This is an optimization exercise on Yosys and OpenROAD, whose aim is small area, not a production implementation.
Only simulation tests tie the RTL to the original design; equivalence was not proved.
Power figures rest on the tool's default switching activity, not on a simulated workload.

### design/flow/config.mk
export PLATFORM = sky130hd
export DESIGN_NAME = max7219_display_ctrl
export DESIGN_NICKNAME = max7219_display_ctrl
export VERILOG_FILES = /design/flow/design.v
export SDC_FILE = /design/flow/constraint.sdc
export NUM_CORES = 4
export LEC_CHECK = 0
export CAP_MARGIN = 20
export CORE_MARGIN = 2
export CORE_UTILIZATION = 40
export SLEW_MARGIN = 20
export SYNTH_HIERARCHICAL = 1
### design/flow/constraint.sdc
create_clock -name core_clock -period 5.5 [get_ports {clk}]
set_input_delay 1.1000 -clock core_clock [delete_from_list [all_inputs] [get_ports {clk}]]
set_output_delay 1.1000 -clock core_clock [all_outputs]
set_load 0.01 [all_outputs]
### design/flow/design.v
package max7219_pkg;
   localparam logic [7:0] MAX_HALF_PERIOD = 8'd4;
   localparam logic [7:0] LOAD_DURATION   = 8'd4;
   localparam int RAM_ADDR_W = 8;
   localparam logic [7:0] REG_DIGIT0       = 8'd1;
   localparam logic [7:0] REG_DECODE_MODE  = 8'd9;
   localparam logic [7:0] REG_INTENSITY    = 8'd10;
   localparam logic [7:0] REG_SCAN_LIMIT   = 8'd11;
   localparam logic [7:0] REG_SHUTDOWN     = 8'd12;
   localparam logic [7:0] REG_DISPLAY_TEST = 8'd15;
   localparam logic [7:0] NB_DIGITS = 8'd8;
   typedef struct packed {
      logic [7:0] addr;
      logic [7:0] data;
   } frame_t;
   typedef struct packed {
      logic   valid;
      frame_t frame;
   } frame_req_t;
   typedef struct packed {
      logic       display_test;
      logic [7:0] decode_mode;
      logic [7:0] intensity;
      logic [7:0] scan_limit;
      logic [7:0] shutdown;
   } display_cfg_t;
   typedef struct packed {
      logic [RAM_ADDR_W-1:0] start_ptr;
      logic [RAM_ADDR_W-1:0] last_ptr;
      logic                  loop;
   } static_cfg_t;
   typedef struct packed {
      logic [RAM_ADDR_W-1:0] ram_start_ptr;
      logic [7:0]            msg_length;
      logic [31:0]           tempo_cnt;
   } scroll_cfg_t;
   typedef struct packed {
      logic                  we;
      logic [RAM_ADDR_W-1:0] addr;
      frame_t                data;
   } static_wr_t;
   typedef struct packed {
      logic                  we;
      logic [RAM_ADDR_W-1:0] addr;
      logic [7:0]            data;
   } scroll_wr_t;
endpackage
`timescale 1ns/10ps
module tog_row #(
   parameter int W = 16
) (
   input  logic         clk,
   input  logic         i_wr,
   input  logic         i_nwr,
   input  logic [W-1:0] i_col,
   output logic [W-1:0] o_q
);
   always_ff @(posedge clk) begin
      o_q <= ~((o_q | {W{i_wr}}) & (i_col | {W{i_nwr}}));
   end
endmodule
`timescale 1ns/10ps
module tog_sel3 #(
   parameter int W = 16
) (
   input  logic [W-1:0] i_q0,
   input  logic [W-1:0] i_q1,
   input  logic [W-1:0] i_q2,
   input  logic         i_s0,
   input  logic         i_s1,
   input  logic         i_s2,
   output logic [W-1:0] o_n
);
   assign o_n = ~((i_q0 & {W{i_s0}}) | (i_q1 & {W{i_s1}}) | (i_q2 & {W{i_s2}}));
endmodule
`timescale 1ns/10ps
module tog_ram #(
   parameter int W = 16
) (
   input  logic         clk,
   input  logic         i_we,
   input  logic [7:0]   i_waddr,
   input  logic [W-1:0] i_wdata,
   input  logic [7:0]   i_raddr,
   output logic [W-1:0] o_rdata
);
   localparam int NG = 86;
   logic [W-1:0] q [0:257];
   logic [W-1:0] gn [0:NG-1];
   logic [257:0] rsel;
   logic [15:0]  whi, wlo, rhi, rlo;
   logic         p;
   logic [W-1:0] col;
   logic [W-1:0] acc;
   assign col = i_wdata ^ {W{p}};
   always_ff @(posedge clk) begin
      p <= !p;
   end
   always_comb begin
      for (int i = 0; i < 16; i++) begin
         whi[i] = i_we && (i_waddr[7:4] == 4'(i));
         wlo[i] = (i_waddr[3:0] == 4'(i));
         rhi[i] = (i_raddr[7:4] == 4'(i));
         rlo[i] = (i_raddr[3:0] == 4'(i));
      end
   end
   for (genvar k = 0; k < 256; k++) begin : g_row
      logic wr;
      assign wr      = whi[k/16] && wlo[k%16];
      assign rsel[k] = rhi[k/16] && rlo[k%16];
      tog_row #(.W(W)) u_row (
         .clk   (clk),
         .i_wr  (wr),
         .i_nwr (!wr),
         .i_col (col),
         .o_q   (q[k])
      );
   end
   assign q[256]    = '0;
   assign q[257]    = '0;
   assign rsel[256] = 1'b0;
   assign rsel[257] = 1'b0;
   for (genvar g = 0; g < NG - 1; g++) begin : g_sel
      tog_sel3 #(.W(W)) u_sel (
         .i_q0 (q[3*g]),
         .i_q1 (q[3*g+1]),
         .i_q2 (q[3*g+2]),
         .i_s0 (rsel[3*g]),
         .i_s1 (rsel[3*g+1]),
         .i_s2 (rsel[3*g+2]),
         .o_n  (gn[g])
      );
   end
   assign gn[NG-1] = ~(q[255] & {W{rsel[255]}});
   always_comb begin
      acc = '1;
      for (int g = 0; g < NG; g++) begin
         acc = acc & gn[g];
      end
   end
   assign o_rdata = ~acc ^ {W{p}};
endmodule
`timescale 1ns/10ps
module static_player (
   input  logic                     clk,
   input  logic                     i_rst_n,
   input  logic                     i_start,
   input  max7219_pkg::static_cfg_t i_cfg,
   input  max7219_pkg::static_wr_t  i_wr,
   input  logic                     i_ready,
   output max7219_pkg::frame_req_t  o_req,
   output logic                     o_busy
);
   logic [15:0]           rd_word;
   logic [max7219_pkg::RAM_ADDR_W-1:0] ptr;
   logic [max7219_pkg::RAM_ADDR_W-1:0] start_q;
   logic [max7219_pkg::RAM_ADDR_W-1:0] last_q;
   logic                  fetch;
   logic                  req_valid;
   max7219_pkg::frame_t                req_frame;
   assign o_req.valid = req_valid;
   assign o_req.frame = req_frame;
   tog_ram #(.W(16)) u_ram (
      .clk     (clk),
      .i_we    (i_wr.we),
      .i_waddr (i_wr.addr),
      .i_wdata (i_wr.data),
      .i_raddr (ptr),
      .o_rdata (rd_word)
   );
   always_ff @(posedge clk) begin
      if (i_start) begin
         start_q <= i_cfg.start_ptr;
         last_q  <= i_cfg.last_ptr;
      end
      if (fetch) begin
         req_frame <= rd_word;
      end
   end
   always_ff @(posedge clk) begin
      if (i_start) begin
         ptr <= i_cfg.start_ptr;
      end else if (!fetch && req_valid && i_ready) begin
         ptr <= (ptr == last_q) ? start_q : ptr + 1'b1;
      end
   end
   always_ff @(posedge clk) begin
      if (!i_rst_n) begin
         o_busy    <= 1'b0;
         fetch     <= 1'b0;
         req_valid <= 1'b0;
      end else begin
         if (i_start) begin
            o_busy <= 1'b1;
            fetch  <= 1'b1;
         end else if (fetch) begin
            fetch     <= 1'b0;
            req_valid <= 1'b1;
         end else if (req_valid && i_ready) begin
            req_valid <= 1'b0;
            if (ptr == last_q) begin
               if (i_cfg.loop) begin
                  fetch <= 1'b1;
               end else begin
                  o_busy <= 1'b0;
               end
            end else begin
               fetch <= 1'b1;
            end
         end
      end
   end
endmodule
`timescale 1ns/10ps
module scroller (
   input  logic                     clk,
   input  logic                     i_rst_n,
   input  logic                     i_start,
   input  max7219_pkg::scroll_cfg_t i_cfg,
   input  max7219_pkg::scroll_wr_t  i_wr,
   input  logic                     i_ready,
   output max7219_pkg::frame_req_t  o_req,
   output logic                     o_busy
);
   logic [7:0]            rd_col;
   logic [max7219_pkg::RAM_ADDR_W-1:0] ram_start_q;
   logic [max7219_pkg::RAM_ADDR_W-1:0] rd_addr;    
   logic [7:0]            len_q;
   logic [31:0]           tempo_q;
   logic [31:0]           wait_cnt;
   logic [7:0]            offset;
   logic [7:0]            offset_inc;
   logic [7:0]            idx;
   logic [7:0]            idx_next;
   logic [7:0]            len_m1;
   logic [2:0]            digit;
   logic                  fetch;
   logic                  waiting;
   logic                  req_valid;
   logic [7:0]            req_data;
   assign o_req.valid      = req_valid;
   assign o_req.frame.addr = max7219_pkg::REG_DIGIT0 + {5'd0, digit};
   assign o_req.frame.data = req_data;
   assign len_m1     = len_q - 8'd1;
   assign idx_next   = (idx == len_m1) ? 8'd0 : idx + 8'd1;
   assign offset_inc = offset + 8'd1;
   tog_ram #(.W(8)) u_ram (
      .clk     (clk),
      .i_we    (i_wr.we),
      .i_waddr (i_wr.addr),
      .i_wdata (i_wr.data),
      .i_raddr (rd_addr),
      .o_rdata (rd_col)
   );
   always_ff @(posedge clk) begin
      if (i_start) begin
         ram_start_q <= i_cfg.ram_start_ptr;
         len_q       <= i_cfg.msg_length;
         tempo_q     <= i_cfg.tempo_cnt;
      end
      if (fetch) begin
         req_data <= rd_col;
      end
   end
   always_ff @(posedge clk) begin
      if (i_start) begin
         offset  <= '0;
         idx     <= '0;
         digit   <= '0;
         rd_addr <= i_cfg.ram_start_ptr;
      end else if (!fetch && req_valid && i_ready) begin
         digit   <= digit + 3'd1;
         idx     <= idx_next;
         rd_addr <= (idx == len_m1) ? ram_start_q : rd_addr + 8'd1;
      end else if (!fetch && !req_valid && waiting && wait_cnt >= tempo_q) begin
         offset  <= offset_inc;
         idx     <= offset_inc;
         rd_addr <= ram_start_q + offset_inc;
      end
   end
   always_ff @(posedge clk) begin
      if (waiting) begin
         wait_cnt <= wait_cnt + 32'd1;
      end else begin
         wait_cnt <= 32'd1;
      end
   end
   always_ff @(posedge clk) begin
      if (!i_rst_n) begin
         o_busy    <= 1'b0;
         fetch     <= 1'b0;
         waiting   <= 1'b0;
         req_valid <= 1'b0;
      end else begin
         if (i_start) begin
            o_busy <= 1'b1;
            fetch  <= 1'b1;
         end else if (fetch) begin
            fetch     <= 1'b0;
            req_valid <= 1'b1;
         end else if (req_valid && i_ready) begin
            req_valid <= 1'b0;
            if (digit == 3'd7) begin
               if (offset == len_m1) begin
                  o_busy <= 1'b0;
               end else begin
                  waiting <= 1'b1;
               end
            end else begin
               fetch <= 1'b1;
            end
         end else if (waiting) begin
            if (wait_cnt >= tempo_q) begin
               waiting <= 1'b0;
               fetch   <= 1'b1;
            end
         end
      end
   end
endmodule
`timescale 1ns/10ps
module frame_arbiter (
   input  logic                      clk,
   input  logic                      i_rst_n,
   input  logic                      i_static_dyn,
   input  logic                      i_new_display,
   input  logic                      i_new_config_val,
   input  max7219_pkg::display_cfg_t i_display_cfg,
   input  max7219_pkg::frame_req_t   i_static_req,
   input  max7219_pkg::frame_req_t   i_scroll_req,
   input  logic                      i_static_busy,
   input  logic                      i_scroll_busy,
   input  logic                      i_ser_ready,
   input  logic                      i_frame_done,
   output logic                      o_start_static,
   output logic                      o_start_scroll,
   output logic                      o_static_ready,
   output logic                      o_scroll_ready,
   output max7219_pkg::frame_req_t   o_ser_req,
   output logic                      o_config_done
);
   max7219_pkg::display_cfg_t cfg_q;
   max7219_pkg::frame_t       cfg_frame;
   logic [2:0]   cfg_idx;
   logic [2:0]   done_cnt;
   logic         cfg_run;
   logic         cfg_sel;
   logic         inflight_cfg;
   logic         mode_q;
   logic         start_ok;
   assign cfg_sel  = cfg_run && !(cfg_idx[2] && cfg_idx[0]);
   assign start_ok = !i_static_busy && !i_scroll_busy && !o_start_static && !o_start_scroll;
   always_comb begin
      case (cfg_idx[1:0])
         2'd0: begin
            cfg_frame.addr = cfg_idx[2] ? max7219_pkg::REG_SHUTDOWN : max7219_pkg::REG_DISPLAY_TEST;
            cfg_frame.data = cfg_idx[2] ? cfg_q.shutdown : {7'd0, cfg_q.display_test};
         end
         2'd1: begin
            cfg_frame.addr = max7219_pkg::REG_DECODE_MODE;
            cfg_frame.data = cfg_q.decode_mode;
         end
         2'd2: begin
            cfg_frame.addr = max7219_pkg::REG_INTENSITY;
            cfg_frame.data = cfg_q.intensity;
         end
         default: begin
            cfg_frame.addr = max7219_pkg::REG_SCAN_LIMIT;
            cfg_frame.data = cfg_q.scan_limit;
         end
      endcase
   end
   always_comb begin
      if (cfg_sel) begin
         o_ser_req.valid = 1'b1;
         o_ser_req.frame = cfg_frame;
      end else if (mode_q) begin
         o_ser_req = i_scroll_req;
      end else begin
         o_ser_req = i_static_req;
      end
   end
   assign o_static_ready = i_ser_ready && !cfg_sel && !mode_q;
   assign o_scroll_ready = i_ser_ready && !cfg_sel && mode_q;
   always_ff @(posedge clk) begin
      if (i_new_config_val) begin
         cfg_q <= i_display_cfg;
      end
   end
   always_ff @(posedge clk) begin
      if (!i_rst_n) begin
         o_start_static <= 1'b0;
         o_start_scroll <= 1'b0;
         o_config_done  <= 1'b0;
         mode_q         <= 1'b0;
         cfg_run        <= 1'b0;
         inflight_cfg   <= 1'b0;
      end else begin
         o_start_static <= 1'b0;
         o_start_scroll <= 1'b0;
         o_config_done  <= 1'b0;
         if (i_new_display && start_ok) begin
            mode_q         <= i_static_dyn;
            o_start_static <= !i_static_dyn;
            o_start_scroll <= i_static_dyn;
         end
         if (i_new_config_val) begin
            cfg_run <= 1'b1;
         end else if (i_frame_done && inflight_cfg && done_cnt == 3'd4) begin
            cfg_run       <= 1'b0;
            o_config_done <= 1'b1;
         end
         if (o_ser_req.valid && i_ser_ready) begin
            inflight_cfg <= cfg_sel;
         end
      end
   end
   always_ff @(posedge clk) begin
      if (i_new_config_val) begin
         cfg_idx  <= '0;
         done_cnt <= '0;
      end else begin
         if (cfg_sel && i_ser_ready) begin
            cfg_idx <= cfg_idx + 3'd1;
         end
         if (i_frame_done && inflight_cfg) begin
            done_cnt <= done_cnt + 3'd1;
         end
      end
   end
endmodule
`timescale 1ns/10ps
module max7219_serializer (
   input  logic                    clk,
   input  logic                    i_rst_n,
   input  max7219_pkg::frame_req_t i_req,
   output logic                    o_ready,
   output logic                    o_frame_done,
   output logic                    o_max7219_clk,
   output logic                    o_max7219_data,
   output logic                    o_max7219_load
);
   logic [15:0] shift_reg;
   logic [7:0]  cnt;
   logic        busy;
   assign o_ready        = !busy;
   assign o_max7219_data = shift_reg[15];
   assign o_max7219_clk  = busy && !cnt[7] && cnt[2];
   assign o_max7219_load = busy && cnt[7];
   always_ff @(posedge clk) begin
      if (!i_rst_n) begin
         busy         <= 1'b0;
         o_frame_done <= 1'b0;
      end else begin
         o_frame_done <= 1'b0;
         if (!busy) begin
            busy <= i_req.valid;
         end else if (cnt[7] && cnt[1:0] == 2'd3) begin
            busy         <= 1'b0;
            o_frame_done <= 1'b1;
         end
      end
   end
   always_ff @(posedge clk) begin
      if (!busy) begin
         cnt <= '0;
      end else begin
         cnt <= cnt + 8'd1;
      end
   end
   always_ff @(posedge clk) begin
      if (!busy && i_req.valid) begin
         shift_reg[14:0] <= i_req.frame[14:0];
      end else if (busy && !cnt[7] && cnt[2:0] == 3'd7) begin
         shift_reg[14:0] <= {shift_reg[13:0], 1'b0};
      end
   end
   always_ff @(posedge clk) begin
      if (!i_rst_n) begin
         shift_reg[15] <= 1'b0;
      end else if (!busy && i_req.valid) begin
         shift_reg[15] <= i_req.frame[15];
      end else if (busy && !cnt[7] && cnt[2:0] == 3'd7 && cnt[6:3] != 4'd15) begin
         shift_reg[15] <= shift_reg[14];
      end
   end
endmodule
`timescale 1ns/10ps
module max7219_display_ctrl (
   input  logic        clk,
   input  logic        i_rst_n,
   input  logic        i_static_dyn,
   input  logic        i_new_display,
   input  logic        i_new_config_val,
   input  logic [32:0] i_display_cfg,
   input  logic [16:0] i_static_cfg,
   input  logic [47:0] i_scroll_cfg,
   input  logic [24:0] i_static_wr,
   input  logic [16:0] i_scroll_wr,
   output logic        o_config_done,
   output logic        o_static_busy,
   output logic        o_scroller_busy,
   output logic        o_max7219_clk,
   output logic        o_max7219_data,
   output logic        o_max7219_load
);
   max7219_pkg::frame_req_t static_req;
   max7219_pkg::frame_req_t scroll_req;
   max7219_pkg::frame_req_t ser_req;
   logic       static_ready;
   logic       scroll_ready;
   logic       start_static;
   logic       start_scroll;
   logic       ser_ready;
   logic       frame_done;
   static_player u_static_player (
      .clk     (clk),
      .i_rst_n (i_rst_n),
      .i_start (start_static),
      .i_cfg   (i_static_cfg),
      .i_wr    (i_static_wr),
      .i_ready (static_ready),
      .o_req   (static_req),
      .o_busy  (o_static_busy)
   );
   scroller u_scroller (
      .clk     (clk),
      .i_rst_n (i_rst_n),
      .i_start (start_scroll),
      .i_cfg   (i_scroll_cfg),
      .i_wr    (i_scroll_wr),
      .i_ready (scroll_ready),
      .o_req   (scroll_req),
      .o_busy  (o_scroller_busy)
   );
   frame_arbiter u_frame_arbiter (
      .clk              (clk),
      .i_rst_n          (i_rst_n),
      .i_static_dyn     (i_static_dyn),
      .i_new_display    (i_new_display),
      .i_new_config_val (i_new_config_val),
      .i_display_cfg    (i_display_cfg),
      .i_static_req     (static_req),
      .i_scroll_req     (scroll_req),
      .i_static_busy    (o_static_busy),
      .i_scroll_busy    (o_scroller_busy),
      .i_ser_ready      (ser_ready),
      .i_frame_done     (frame_done),
      .o_start_static   (start_static),
      .o_start_scroll   (start_scroll),
      .o_static_ready   (static_ready),
      .o_scroll_ready   (scroll_ready),
      .o_ser_req        (ser_req),
      .o_config_done    (o_config_done)
   );
   max7219_serializer u_serializer (
      .clk            (clk),
      .i_rst_n        (i_rst_n),
      .i_req          (ser_req),
      .o_ready        (ser_ready),
      .o_frame_done   (frame_done),
      .o_max7219_clk  (o_max7219_clk),
      .o_max7219_data (o_max7219_data),
      .o_max7219_load (o_max7219_load)
   );
endmodule
### design/flow/flow/run.sh
#!/bin/bash
# Standard synthesis; then synthesis buffers removed and every
# combinational cell put back to its smallest drive strength (the
# layout's own repair steps size up or buffer what timing, slew and
# load need); then the standard layout from floorplan to finish, with
# a clock tree of larger sink clusters and no dummy clock loads, and
# plain buffers on the ports.
set -euo pipefail
bash standard.sh synth > synth.log 2>&1
openroad -no_init -exit -threads ${NUM_CORES:-4} flow/downsize.tcl > downsize.log 2>&1
bash standard.sh \
   "CTS_ARGS=-sink_clustering_enable -repair_clock_nets -dont_use_dummy_load -sink_clustering_size 26 -sink_clustering_max_diameter 80 -buf_list sky130_fd_sc_hd__clkbuf_16" \
   "BUFFER_PORTS_ARGS=-buffer_cell sky130_fd_sc_hd__buf_1" \
   finish > layout.log 2>&1
### design/flow/flow/downsize.tcl
# Remove synthesis buffers, then swap each combinational standard cell of 1_synth.odb for the smallest
# variant of the same cell (same function and pins). Registers keep
# their cell.
set res "orfs/results/$::env(FLOW_PLATFORM)/max7219_display_ctrl/base"
read_liberty $::env(FLOW_HOME)/platforms/$::env(FLOW_PLATFORM)/lib/sky130_fd_sc_hd__tt_025C_1v80.lib
read_db $res/1_synth.odb
# Buffers that synthesis put on module ports and high fanout nets go;
# the layout's repair buffers nets as placement needs.
remove_buffers
set db [ord::get_db]
set block [[$db getChip] getBlock]

set dont_use {}
foreach lib [$db getLibs] {
   foreach m [$lib getMasters] {
      set n [$m getName]
      if {[regexp {^(sky130_fd_sc_hd__[a-z0-9]+)_([0-9]+)$} $n -> base drv]} {
         if {[regexp {lpflow|probe|clkbuf|clkinv|clkdly|dlygate|dlymetal|^sky130_fd_sc_hd__(df|dl|sdf|edf|sedf|sdl)} $n]} {
            continue
         }
         set a [expr {[$m getWidth] * [$m getHeight]}]
         if {![info exists best($base)] || $a < $besta($base)} {
            set best($base) $m
            set besta($base) $a
         }
      }
   }
}

set swapped 0
set area_before 0
set area_after 0
foreach inst [$block getInsts] {
   set m [$inst getMaster]
   set n [$m getName]
   set a [expr {[$m getWidth] * [$m getHeight]}]
   set area_before [expr {$area_before + $a}]
   if {[regexp {^(sky130_fd_sc_hd__[a-z0-9]+)_([0-9]+)$} $n -> base drv]} {
      if {[info exists best($base)] && $best($base) ne $m} {
         if {[$inst swapMaster $best($base)]} {
            incr swapped
            set a [expr {[$best($base) getWidth] * [$best($base) getHeight]}]
         }
      }
   }
   set area_after [expr {$area_after + $a}]
}
puts "swapped $swapped cells; area [expr {$area_before / 1e6}] -> [expr {$area_after / 1e6}] um2"
write_db $res/1_synth.odb
### design/flow/standard.sh
#!/bin/bash
# synth_recipe.tcl (not shown) runs the flow's synth.tcl, then flattens the netlist and writes it again
# the make line also repeats each setting of config.mk as NAME=value (left out here)
make -C /OpenROAD-flow-scripts/flow DESIGN_CONFIG=/design/flow/config.mk WORK_HOME=/design/flow/orfs CLKGATE_MAP_FILE= SYNTH_SCRIPT=/design/flow/synth_recipe.tcl "${@:-finish}"
==> results of run 1 <==
## where the power goes
| group | internal (mW) | switching (mW) |
|---|---|---|
| clock | 10.2 | 14.7 |
| combinational | 1.82 | 2.53 |
| sequential | 49.5 | 1.80 |
## metal layers
| layer | vias up | routed length (um) |
|---|---|---|
| met5 | - | 214 |
| met4 | 32 | 41000 |
| met3 | 1615 | 92200 |
| met2 | 11300 | 341000 |
| met1 | 90500 | 331000 |
| li1 | 79100 | - |
## worst paths after layout
path                                             endpoint  cells after the start                               from  slack [ps]
setup / recovery  u_static_player.req_frame[10]$_DFFE_PP_                     11   u_static_player.ptr[1]$_DFFE_PP_         -30
setup reg to reg  u_static_player.req_frame[10]$_DFFE_PP_                     11   u_static_player.ptr[1]$_DFFE_PP_         -30
hold / removal        u_static_player.last_q[2]$_DFFE_PP_                      1                    i_static_cfg[3]         240
hold reg to reg         u_scroller.wait_cnt[0]$_SDFF_PN1_                      1  u_scroller.wait_cnt[0]$_SDFF_PN1_         430
## worst max-delay path: stages (launching register included)
cell	delay, ps
edfxtp_1	640
nor2b_1	210
nand3_2	710
nor2_1	370
buf_4	310
a222oi_1	680
nand4_1	420
nor4_1	1060
buf_4	250
nand2_1	140
a311oi_1	360
xnor2_1	100
## stage by stage
stage	instances	hold slack, ps
after floorplan	17800	392
after global placement	25500	406
after detailed placement	25500	412
after CTS	25800	233
after global routing	25800	237
final	25800	241
## layout make-up
| type | instances | area (um^2) | area share (%) |
|---|---|---|---|
| Antenna cell | 11 | 27.5 | 0.0120 |
| Sequential cell | 6379 | 129000 | 56.4 |
| Tap cell | 6732 | 8420 | 3.67 |
| Multi-Input combinational cell | 10900 | 74200 | 32.4 |
| Clock buffer | 312 | 7810 | 3.41 |
| Timing Repair Buffer | 917 | 7430 | 3.24 |
| Inverter | 575 | 2160 | 0.941 |
## cells in the final DEF (no fill, tap or decap), types with 16 or more instances in the layout
master	count
nor3_2	18
xnor2_1	75
o21ai_0	43
edfxtp_1	152
nor4_1	105
buf_1	149
buf_12	85
a311oi_1	24
nand2_2	17
clkbuf_16	312
xor2_4	24
xor2_1	35
nor2_2	51
ha_1	55
mux2i_1	22
a21oi_1	52
inv_1	573
nor2_4	20
nor4_2	26
nand3_1	83
a222oi_1	2040
nor2b_1	25
dfxtp_1	6223
o22ai_1	6152
nand4_1	529
nand2b_1	18
nor2_1	560
nand2_1	679
and2_0	36
and3_1	16
buf_4	676
==> impl_results.md, run 1 <==
- Layout check faults: negative setup slack
- Pre-CTS setup slack: 133 ps
- Post-Syn Instances: 17.8k
- CTS max path bufs: 4
- Met1 Use GR: 41.1%
- RePlAce Congestion: 0.965
- Chip Height: 719 um
- Antenna Nets Post-Route: 0
- I/O Buffers: 150
- First-pass GRT wire length: 1150 mm
- Initial antenna violation count: 51
- Final setup margin: -28.8 ps
- Top Usage Layer GRT: met2
- Power per standard cell area: 351 nW/um^2
- Vias: 183k
- Setup total negative slack: -28.8 ps
- Die X: 719 um
- Peak supply drop: 0.316 mV
- Mean Syn Cell Area: 11.5 um^2
- Final wirelength: 805 mm
- Final Cell Area: 229000 um^2
- Mean number of vias per cell: 7.08
- Relative slew slack: 16.8%
- Htree depth: 5
- Largest reg by FF count: u_static_player.u_ram.g_row.u_row.o_q
- NumNets Final: 19.3k
- Max_cap viols: 0
- Met2 Use GR: 42.4%
- Mapped Area: 204000 um^2
- Final core occ: 45.0%
- Final hold vios: 0
- Area growth, synth to finish: 12.1%
- CTS root buf: clkbuf_16
- Crit-path max FO: 16
- Total I/O pin count: 151
- Largest registers: u_static_player.u_ram.g_row.u_row.o_q (4096), u_scroller.u_ram.g_row.u_row.o_q (2048), u_frame_arbiter.cfg_q (33)
- DIE AREA: 517000 um^2
- Post-CTS setup buffers: 0
- Worst endpoint required time: 6290 ps
- Fillcell total: 47.5k
- Final Setup Violations: 1
- Clock tree from TritonCTS: yes
- Crit path time final: 5530 ps
- Area post-placement: 221000 um^2
- Crit path launch type: register
- DP HPWL: 520 mm
- Fmax: 0.181 GHz
- Max reg flops: 4096
- Vias in the first global route: 164k
- Leak pwr: 83.1 nW
- RSZ-0062 raised after global routing: false
- Power Total: 80.6 mW
- Global route overflow: 0
- Drt drc: 0
- Num Clock Sinks: 6379
- Wire per inst: 31.2 um
- Tcrit/Tclk final: 101%
- Initial Utilization: 40.2%
- Status: failed layout checks
- Actual slew at the worst max-slew pin: 1240 ps
- Worst hold path class: input pin to register
- DRT iter0 DRCs: 36.7k
- Fin. max-slew vios: 0
- Pin count of the biggest net entering global routing: 143
- Placement row count: 262
- Hold-fix buffers, CTS: 0
- Critical path class: register to register
- Initial DRT Pass Iterations: 13
- Share of cells above drive strength 1: 6.59%
- CP Capture Type: register
- Met3 usage: 6.64%
- Core ar.: 509000 um^2
- Clock transition at the registers of the reported paths: 110 ps
- Warnings from Yosys: 22
- Worst skew pair latency: 1040 ps
- CP Data Arrival Time: 6320 ps
- GRT Total Usage: 29.1%
- Skew final: 129 ps
- # resized after CTS: 0
- CTS Buf Count: 312
==> inputs of run 2 (changes only) <==
--- a/design/flow/design.v
+++ b/design/flow/design.v
@@ -84,3 +84,4 @@
    input  logic [7:0]   i_raddr,
-   output logic [W-1:0] o_rdata
+   output logic [W-1:0] o_rraw,     
+   output logic         o_p
 );
@@ -140,3 +141,4 @@
    end
-   assign o_rdata = ~acc ^ {W{p}};
+   assign o_rraw = ~acc;
+   assign o_p    = p;
 endmodule
@@ -153,3 +155,6 @@
 );
-   logic [15:0]           rd_word;
+   logic [15:0]           rd_raw;
+   logic                  rd_p;
+   logic [15:0]           req_raw;
+   logic                  req_p;
    logic [max7219_pkg::RAM_ADDR_W-1:0] ptr;
@@ -159,5 +164,4 @@
    logic                  req_valid;
-   max7219_pkg::frame_t                req_frame;
    assign o_req.valid = req_valid;
-   assign o_req.frame = req_frame;
+   assign o_req.frame = req_raw ^ {16{req_p}};
    tog_ram #(.W(16)) u_ram (
@@ -168,3 +172,4 @@
       .i_raddr (ptr),
-      .o_rdata (rd_word)
+      .o_rraw  (rd_raw),
+      .o_p     (rd_p)
    );
@@ -176,3 +181,4 @@
       if (fetch) begin
-         req_frame <= rd_word;
+         req_raw <= rd_raw;
+         req_p   <= rd_p;
       end
@@ -224,3 +230,5 @@
 );
-   logic [7:0]            rd_col;
+   logic [7:0]            rd_raw;
+   logic                  rd_p;
+   logic                  req_p;
    logic [max7219_pkg::RAM_ADDR_W-1:0] ram_start_q;
@@ -242,3 +250,3 @@
    assign o_req.frame.addr = max7219_pkg::REG_DIGIT0 + {5'd0, digit};
-   assign o_req.frame.data = req_data;
+   assign o_req.frame.data = req_data ^ {8{req_p}};
    assign len_m1     = len_q - 8'd1;
@@ -252,3 +260,4 @@
       .i_raddr (rd_addr),
-      .o_rdata (rd_col)
+      .o_rraw  (rd_raw),
+      .o_p     (rd_p)
    );
@@ -261,3 +270,4 @@
       if (fetch) begin
-         req_data <= rd_col;
+         req_data <= rd_raw;
+         req_p    <= rd_p;
       end
--- a/design/flow/flow/downsize.tcl
+++ b/design/flow/flow/downsize.tcl
@@ -20,6 +20,9 @@
          }
+         # Smallest area; of equal areas, the strongest drive
          set a [expr {[$m getWidth] * [$m getHeight]}]
-         if {![info exists best($base)] || $a < $besta($base)} {
+         if {![info exists best($base)] || $a < $besta($base)
+             || ($a == $besta($base) && $drv > $bestd($base))} {
             set best($base) $m
             set besta($base) $a
+            set bestd($base) $drv
          }
--- a/design/flow/config.mk
+++ b/design/flow/config.mk
@@ -10,2 +10,3 @@
 export CORE_UTILIZATION = 40
+export SETUP_SLACK_MARGIN = 0.1
 export SLEW_MARGIN = 20
==> run 2 against run 1 <==
  * The run now finishes clean
  * Critical path depth is the same
  * Register-to-register slack gained 200 ps
  * Die area grew 0.15%
  * Clock skew grew 19 ps
  * Worst setup slack gained 200 ps
  * Sequential power is essentially flat
  * Maximum frequency grew 3.7%
  * Wire length grew 1.8%
  * First-iteration DRC count grew 0.26%
  * Clock power is essentially flat
  * Clock-buffer cell count shrank 7
  * Critical endpoint is now u_static_player.req_raw[1]$_DFFE_PP_
  * Power shrank 0.32%
==> impl_results.md, run 2 <==
- Vias: 185k (was 183k)
- Post-CTS setup buffers: 0 (unchanged)
- Largest reg by FF count: u_static_player.u_ram.g_row.u_row.o_q (unchanged)
- Critical path class: register to register (unchanged)
- Fmax: 0.187 GHz (was 0.181 GHz)
- Post-Syn Instances: 17.9k (was 17.8k)
- Fillcell total: 47.6k (was 47.5k)
- Initial antenna violation count: 69 (was 51)
- Skew final: 148 ps (was 129 ps)
- Dpl cells: 25.5k (about the same)
- Max_cap viols: 0 (unchanged)
- Initial DRT Pass Iterations: 14 (was 13)
- CTS Buf Count: 305 (was 312)
- Initial Utilization: 40.2% (about the same)
- Worst hold path class: input pin to register (unchanged)
- Worst endpoint required time: 6230 ps (was 6290 ps)
- CP Capture Type: register (unchanged)
- Area growth, synth to finish: 12.0% (was 12.1%)
- Clock transition at the registers of the reported paths: 110 ps (about the same)
- Post-Layout Cell Count: 25.9k (was 25.8k)
- Total I/O pin count: 151 (unchanged)
- Mapped Area: 205000 um^2 (was 204000 um^2)
- Warnings from Yosys: 22 (unchanged)
- GRT Total Usage: 29.6% (was 29.1%)
- RSZ-0062 raised after global routing: false (unchanged)
- Commonest non-fill, non-tap cell in the layout: dfxtp_1 (unchanged)
- CP Buf/Inv Count: 3 (was 2)
- CP delay by family, top: simple AND/OR/NAND/NOR gates (unchanged)
- Leak pwr: 80.7 nW (was 83.1 nW)
- Antenna Nets Post-Route: 0 (unchanged)
- Tcrit/Tclk final: 97.0% (was 101%)
- Cell Chain, Critical Path: nor2b_1 -> nand3_2 -> buf_4 -> nor2_1 -> buf_4 -> a222oi_1 -> nand4_1 -> nor4_1 -> buf_4 -> and3_1 -> nand4_1 (was nor2b_1 -> nand3_2 -> nor2_1 -> buf_4 -> a222oi_1 -> nand4_1 -> nor4_1 -> buf_4 -> nand2_1 -> a311oi_1 -> xnor2_1)
- CP Data Arrival Time: 6070 ps (was 6320 ps)
- Htree depth: 5 (unchanged)
- Status: timing/DRC/antenna clean (was failed layout checks)
- Chip Height: 719 um (about the same)
- Final core occ: 45.0% (about the same)
- Area occupied by multi-input gates: 74900 um^2 (was 74200 um^2)
- Peak supply drop: 0.297 mV (was 0.316 mV)
- Global route overflow: 0 (unchanged)
- Max reg flops: 4096 (unchanged)
- Relative slew slack: 12.9% (was 16.8%)
- Crit path launch type: register (unchanged)
- Final hold vios: 0 (unchanged)
- Mean number of vias per cell: 7.14 (was 7.08)
- DIE AREA: 518000 um^2 (was 517000 um^2)
- Share of cells above drive strength 1: 9.14% (was 6.59%)
- # resized after CTS: 0 (unchanged)
- Largest stage delay, worst path: 1050 ps (was 1060 ps)
- CTS root buf: clkbuf_16 (unchanged)
- RePlAce Congestion: 0.954 (was 0.965)
- Worst skew pair latency: 1040 ps (about the same)
- Crit path time final: 5330 ps (was 5530 ps)
- Vias in the first global route: 168k (was 164k)
- Clock tree from TritonCTS: yes (unchanged)
- Largest registers: u_static_player.u_ram.g_row.u_row.o_q (4096), u_scroller.u_ram.g_row.u_row.o_q (2048), u_frame_arbiter.cfg_q (33) (unchanged)
- Hold-fix buffers, CTS: 0 (unchanged)
- Final Setup Violations: 0 (was 1)
- Drt drc: 0 (unchanged)
- Crit path top cell by count: buf_4 (unchanged)
- CTS max path bufs: 4 (unchanged)
- Num Clock Sinks: 6381 (was 6379)
- NumNets Final: 19.3k (about the same)
- I/O Buffers: 150 (unchanged)
- Mean Syn Cell Area: 11.5 um^2 (about the same)
- DP HPWL: 529 mm (was 520 mm)
- Wire per inst: 31.6 um (was 31.2 um)
- Most frequent cells in the layout: 6221 x dfxtp_1, 6152 x o22ai_1, 2040 x a222oi_1, 711 x buf_4, 680 x nand2_1 (was 6223 x dfxtp_1, 6152 x o22ai_1, 2040 x a222oi_1, 679 x nand2_1, 676 x buf_4)
- Crit-path slowest cell: nor4_1 (unchanged)
- Final wirelength: 819 mm (was 805 mm)
- Core ar.: 509000 um^2 (about the same)
- Pin count of the biggest net entering global routing: 139 (was 143)
- Power per standard cell area: 350 nW/um^2 (was 351 nW/um^2)
- Fin. max-slew vios: 0 (unchanged)
- Die X: 719 um (about the same)
- FF+latch area: 129000 um^2 (about the same)
- First-pass GRT wire length: 1170 mm (was 1150 mm)
- Placement row count: 262 (unchanged)
- Crit-path max FO: 16 (unchanged)
- Actual slew at the worst max-slew pin: 1290 ps (was 1240 ps)
- DRT iter0 DRCs: 36.8k (was 36.7k)
## run 2: routing by layer
metal / wire length [um] / vias to the layer above / part of all wire (%) / track usage (%)
met5: 143 / - / 0.017 / 0
met4: 46100 / 20 / 5.6 / 14.3
met3: 93100 / 1812 / 11 / 6.54
met2: 345000 / 11800 / 42 / 42.9
met1: 335000 / 91700 / 41 / 41.4
li1: - / 79500 / - / -
## run 2: final timing paths
kind	startpoint	slack, ps	cells after the start	endpoint
min	i_scroll_cfg[26]	220	1	u_scroller.tempo_q[26]$_DFFE_PP_
max reg2reg	u_static_player.ptr[1]$_DFFE_PP_	170	11	u_static_player.req_raw[1]$_DFFE_PP_
max	u_static_player.ptr[1]$_DFFE_PP_	170	11	u_static_player.req_raw[1]$_DFFE_PP_
min reg2reg	u_static_player.u_ram.g_row[128].u_row.o_q[10]$_DFF_P_	440	1	u_static_player.u_ram.g_row[128].u_row.o_q[10]$_DFF_P_
## run 2: layout make-up
class | count | area share, %
Multi-Input combinational cell | 11000 | 32.7
Tap cell | 6732 | 3.67
Antenna cell | 53 | 0.0578
Clock buffer | 305 | 3.33
Timing Repair Buffer | 929 | 3.15
Sequential cell | 6381 | 56.4
Inverter | 452 | 0.740
## run 2: power breakdown
| group | leakage (nW) | internal, mW | switching [mW] |
|---|---|---|---|
| Clock | 3.76 | 9.95 | 14.7 |
| Sequential | 57.6 | 49.6 | 1.82 |
| Combinational | 19.3 | 1.80 | 2.53 |
| Total | 80.7 | 61.3 | 19.0 |
## run 2: stage by stage
stage / power [mW] / instance area, um^2 / setup TNS [ps] / setup slack, ps / hold WS [ps]
2_1_floorplan: 54.6 / 205000 / -6319650 / -1450 / 404
3_3_place_gp: 56.4 / 221000 / 0 / 345 / 421
3_5_place_dp: 56.6 / 221000 / 0 / 508 / 427
4_1_cts: 80.3 / 229000 / 0 / 441 / 168
5_1_grt: 82.6 / 229000 / 0 / 332 / 199
6_report: 80.3 / 229000 / 0 / 167 / 225
==> inputs of run 3 (changes only) <==
--- a/design/flow/design.v
+++ b/design/flow/design.v
@@ -237,3 +237,4 @@
    logic [31:0]           tempo_q;
-   logic [31:0]           wait_cnt;
+   logic [31:0]           wait_left;    
+   logic                  wait_end;
    logic [7:0]            offset;
@@ -284,3 +285,3 @@
          rd_addr <= (idx == len_m1) ? ram_start_q : rd_addr + 8'd1;
-      end else if (!fetch && !req_valid && waiting && wait_cnt >= tempo_q) begin
+      end else if (!fetch && !req_valid && waiting && wait_end) begin
          offset  <= offset_inc;
@@ -290,7 +291,8 @@
    end
+   assign wait_end = (wait_left[31:1] == 31'd0);
    always_ff @(posedge clk) begin
       if (waiting) begin
-         wait_cnt <= wait_cnt + 32'd1;
+         wait_left <= wait_left - 32'd1;
       end else begin
-         wait_cnt <= 32'd1;
+         wait_left <= tempo_q;
       end
@@ -322,3 +324,3 @@
          end else if (waiting) begin
-            if (wait_cnt >= tempo_q) begin
+            if (wait_end) begin
                waiting <= 1'b0;
--- a/design/flow/flow/downsize.tcl
+++ b/design/flow/flow/downsize.tcl
@@ -1,4 +1,5 @@
-# Remove synthesis buffers, then swap each combinational standard cell of 1_synth.odb for the smallest
+# Remove synthesis buffers, then swap each combinational standard cell of
+# 1_synth.odb for the smallest
 # variant of the same cell (same function and pins). Registers keep
-# their cell.
+# their cell. A cell driving 10 or more loads gets the _2 variant.
 set res "orfs/results/$::env(FLOW_PLATFORM)/max7219_display_ctrl/base"
@@ -41,2 +42,15 @@
    if {[regexp {^(sky130_fd_sc_hd__[a-z0-9]+)_([0-9]+)$} $n -> base drv]} {
+      # A driver of many loads gets the _2 cell rather than _1
+      set fo 0
+      foreach it [$inst getITerms] {
+         if {[$it isOutputSignal] && [$it getNet] ne "NULL"} { set fo [expr {[llength [[$it getNet] getITerms]] - 1}] }
+      }
+      if {$fo >= 10 && [info exists best($base)] && [regexp {_[01]$} [$best($base) getName]]} {
+         set m2 [$db findMaster "${base}_2"]
+         if {$m2 ne "NULL" && [$inst swapMaster $m2]} {
+            incr swapped
+            set area_after [expr {$area_after + [$m2 getWidth] * [$m2 getHeight]}]
+            continue
+         }
+      }
       if {[info exists best($base)] && $best($base) ne $m} {
--- a/design/flow/config.mk
+++ b/design/flow/config.mk
@@ -10,3 +10,3 @@
 export CORE_UTILIZATION = 40
-export SETUP_SLACK_MARGIN = 0.1
+export SETUP_SLACK_MARGIN = 0.4
 export SLEW_MARGIN = 20
==> run 3 against run 2 <==
  * Critical path depth is 2 lower
  * Register-to-register slack better by 200 ps
  * Global-route usage is 0.23 points higher
  * Synthesized area is 0.69% higher
==> impl_results.md, run 3 <==
- Fin Hold WS: 287 ps (was 225 ps)
- Pin count of the biggest net entering global routing: 144 (was 139)
- Clk pwr share: 31.0% (was 30.6%)
- Antenna Nets Post-Route: 0 (unchanged)
- CTS max path bufs: 4 (unchanged)
- Drt drc: 0 (unchanged)
- Num Clock Sinks: 6381 (unchanged)
- Cell count of the worst reg-to-reg path: 9 (was 11)
- Die X: 722 um (was 719 um)
- RSZ-0062 raised after global routing: false (unchanged)
- Hold Crit Depth: 1 (unchanged)
- Total I/O pin count: 151 (unchanged)
- Share of cells above drive strength 1: 10.4% (was 9.14%)
- Post-Syn Instances: 17.8k (was 17.9k)
- GRT Total Usage: 29.8% (was 29.6%)
- Most frequent cells in the layout: 6222 x dfxtp_1, 6154 x o22ai_1, 2040 x a222oi_1, 509 x nand4_1, 421 x nor2_1 (was 6221 x dfxtp_1, 6152 x o22ai_1, 2040 x a222oi_1, 711 x buf_4, 680 x nand2_1)
- DP HPWL: 538 mm (was 529 mm)
- Global route overflow: 0 (unchanged)
- Crit path launch type: register (unchanged)
- Core ar.: 513000 um^2 (was 509000 um^2)
- Mean Syn Cell Area: 11.6 um^2 (was 11.5 um^2)
- Placement row count: 263 (was 262)
- Dpl cells: 25.1k (was 25.5k)
- Internal Power: 61.7 mW (was 61.3 mW)
- Htree depth: 5 (unchanged)
- Worst hold path class: input pin to register (unchanged)
- DRT iter0 DRCs: 34.7k (was 36.8k)
- I/O Buffers: 150 (unchanged)
- Chip Height: 722 um (was 719 um)
- Clock tree from TritonCTS: yes (unchanged)
- Actual slew at the worst max-slew pin: 1330 ps (was 1290 ps)
- Largest registers: u_static_player.u_ram.g_row.u_row.o_q (4096), u_scroller.u_ram.g_row.u_row.o_q (2048), u_frame_arbiter.cfg_q (33) (unchanged)
- Max_cap viols: 0 (unchanged)
- Warnings from Yosys: 22 (unchanged)
- Logic pwr share: 5.4% (about the same)
- CP Capture Type: register (unchanged)
- # resized after CTS: 0 (unchanged)
- Switching power: 19.2 mW (was 19.0 mW)
- Commonest non-fill, non-tap cell in the layout: dfxtp_1 (unchanged)
- Crit-path max FO: 16 (unchanged)
- CP Data Arrival Time: 5880 ps (was 6070 ps)
- Leak pwr: 79.1 nW (was 80.7 nW)
- Worst endpoint required time: 6250 ps (was 6230 ps)
- Final Setup Violations: 0 (unchanged)
- Fmax: 0.195 GHz (was 0.187 GHz)
- Sw Share: 23.7% (about the same)
- Initial Utilization: 40.2% (about the same)
- Power per standard cell area: 354 nW/um^2 (was 350 nW/um^2)
- DIE AREA: 521000 um^2 (was 518000 um^2)
- First-pass GRT wire length: 1180 mm (was 1170 mm)
- Wire per inst: 32.4 um (was 31.6 um)
- CTS Buf Count: 316 (was 305)
- Mean number of vias per cell: 7.12 (was 7.14)
- RePlAce Congestion: 0.966 (was 0.954)
- Initial DRT Pass Iterations: 15 (was 14)
- Hold-fix buffers, CTS: 0 (unchanged)
- Final hold vios: 0 (unchanged)
- Peak supply drop: 0.272 mV (was 0.297 mV)
- Initial antenna violation count: 54 (was 69)
- Vias in the first global route: 166k (was 168k)
- Post-Layout Cell Count: 25.5k (was 25.9k)
- Final wirelength: 825 mm (was 819 mm)
- Largest reg by FF count: u_static_player.u_ram.g_row.u_row.o_q (unchanged)
- Tcrit/Tclk final: 93.3% (was 97.0%)
- Critical path class: register to register (unchanged)
- Crit path time final: 5130 ps (was 5330 ps)
- Relative slew slack: 10.2% (was 12.9%)
- Max reg flops: 4096 (unchanged)
- CTS root buf: clkbuf_16 (unchanged)
- Worst skew pair latency: 1100 ps (was 1040 ps)
- Clock transition at the registers of the reported paths: 100 ps (was 110 ps)
- Post-CTS setup buffers: 0 (unchanged)
- Seq pwr share: 63.6% (was 64.0%)
- Skew final: 181 ps (was 148 ps)
- Status: timing/DRC/antenna clean (unchanged)
- Fin. max-slew vios: 0 (unchanged)
- NumNets Final: 18.9k (was 19.3k)
- Mapped Area: 206000 um^2 (was 205000 um^2)
- Vias: 181k (was 185k)
- Area growth, synth to finish: 10.6% (was 12.0%)
[run 3: area by class of cell]
type | instances | area (um^2)
diodes | 17 | 42.5
clock buffers | 316 | 7910
fillers | 48200 | 285000
inverters | 416 | 1560
multi-input cells | 11000 | 75900
flip-flops and latches | 6381 | 129000
well taps | 6757 | 8450
repair buffers | 585 | 4930
[run 3: metal layers]
| layer | global-route usage, % | share of wire, % |
|---|---|---|
| met2 | 45.4 | 44 |
| met1 | 39.3 | 39 |
| met3 | 5.53 | 9.8 |
| met4 | 17.8 | 7.1 |
| met5 | 0 | 0.025 |
[run 3: worst max-delay path, stage by stage, from the launching register on]
cell      delay (ps)
edfxtp_1         800
nor2_1           250
nand3_2          660
nor2_2           430
a222oi_1         580
nand4_1          290
nor4_1           920
buf_4            250
and3_1           440
nand4_1          150
[run 3: worst paths after layout]
path / startpoint / to / slack (ps)
setup / recovery: u_static_player.ptr[5]$_DFFE_PP_ / u_static_player.req_raw[10]$_DFFE_PP_ / 370
hold / removal: i_scroll_cfg[36] / u_scroller.len_q[4]$_DFFE_PP_ / 290
setup reg to reg: u_static_player.ptr[5]$_DFFE_PP_ / u_static_player.req_raw[10]$_DFFE_PP_ / 370
hold reg to reg: u_scroller.tempo_q[22]$_DFFE_PP_ / u_scroller.wait_left[22]$_DFF_P_ / 430
[run 3: power groups by stage]
stage / logic [mW] / registers [mW] / clock network, mW
3_3_place_gp: 4.16 / 52.3 / 0
3_5_place_dp: 4.33 / 52.3 / 0
5_1_grt: 4.66 / 51.7 / 26.9
6_report: 4.39 / 51.4 / 25.1
2_1_floorplan: 2.81 / 51.8 / 0
4_1_cts: 4.31 / 51.3 / 25.3
[run 3: stage by stage]
stage               power, mW  utilization (%)  setup WS [ps]  setup TNS, ps  instance area [um^2]
global placement         56.5             42.9           -207           -207                220000
detailed placement       56.7             42.9            504              0                220000
floorplan                54.6                -          -1450       -6319650                206000
finish                   80.9             44.4            370              0                228000
CTS                      80.9             44.4            483              0                228000
global route             83.2             44.4            528              0                228000

==> re-timing with driven ports <==
The flow's constraints put no driver on any port. The routed layouts listed below were extracted and timed again, unchanged, in two steps. Step 1: set_driving_cell puts a clkbuf_16 on clk and a buf_2 on each other input, an assumption about the parent block. Step 2 also shifts input and output timing later by t, the mid clock arrival at the registers, as if the neighbouring blocks saw the same clock. Three values: ideal ports, drivers, drivers and shift; two values: the first two.
run | t, ns | slack for setup (ns) | worst setup path at the end | cell pins on the clock port's net
run 1 | 1.094 | -0.029 / -0.029 / -0.029 | register to register | 1
run 2 | 1.119 | 0.167 / 0.167 / 0.167 | register to register | 1
run 3 | 1.117 | 0.370 / 0.370 / 0.370 | register to register | 1
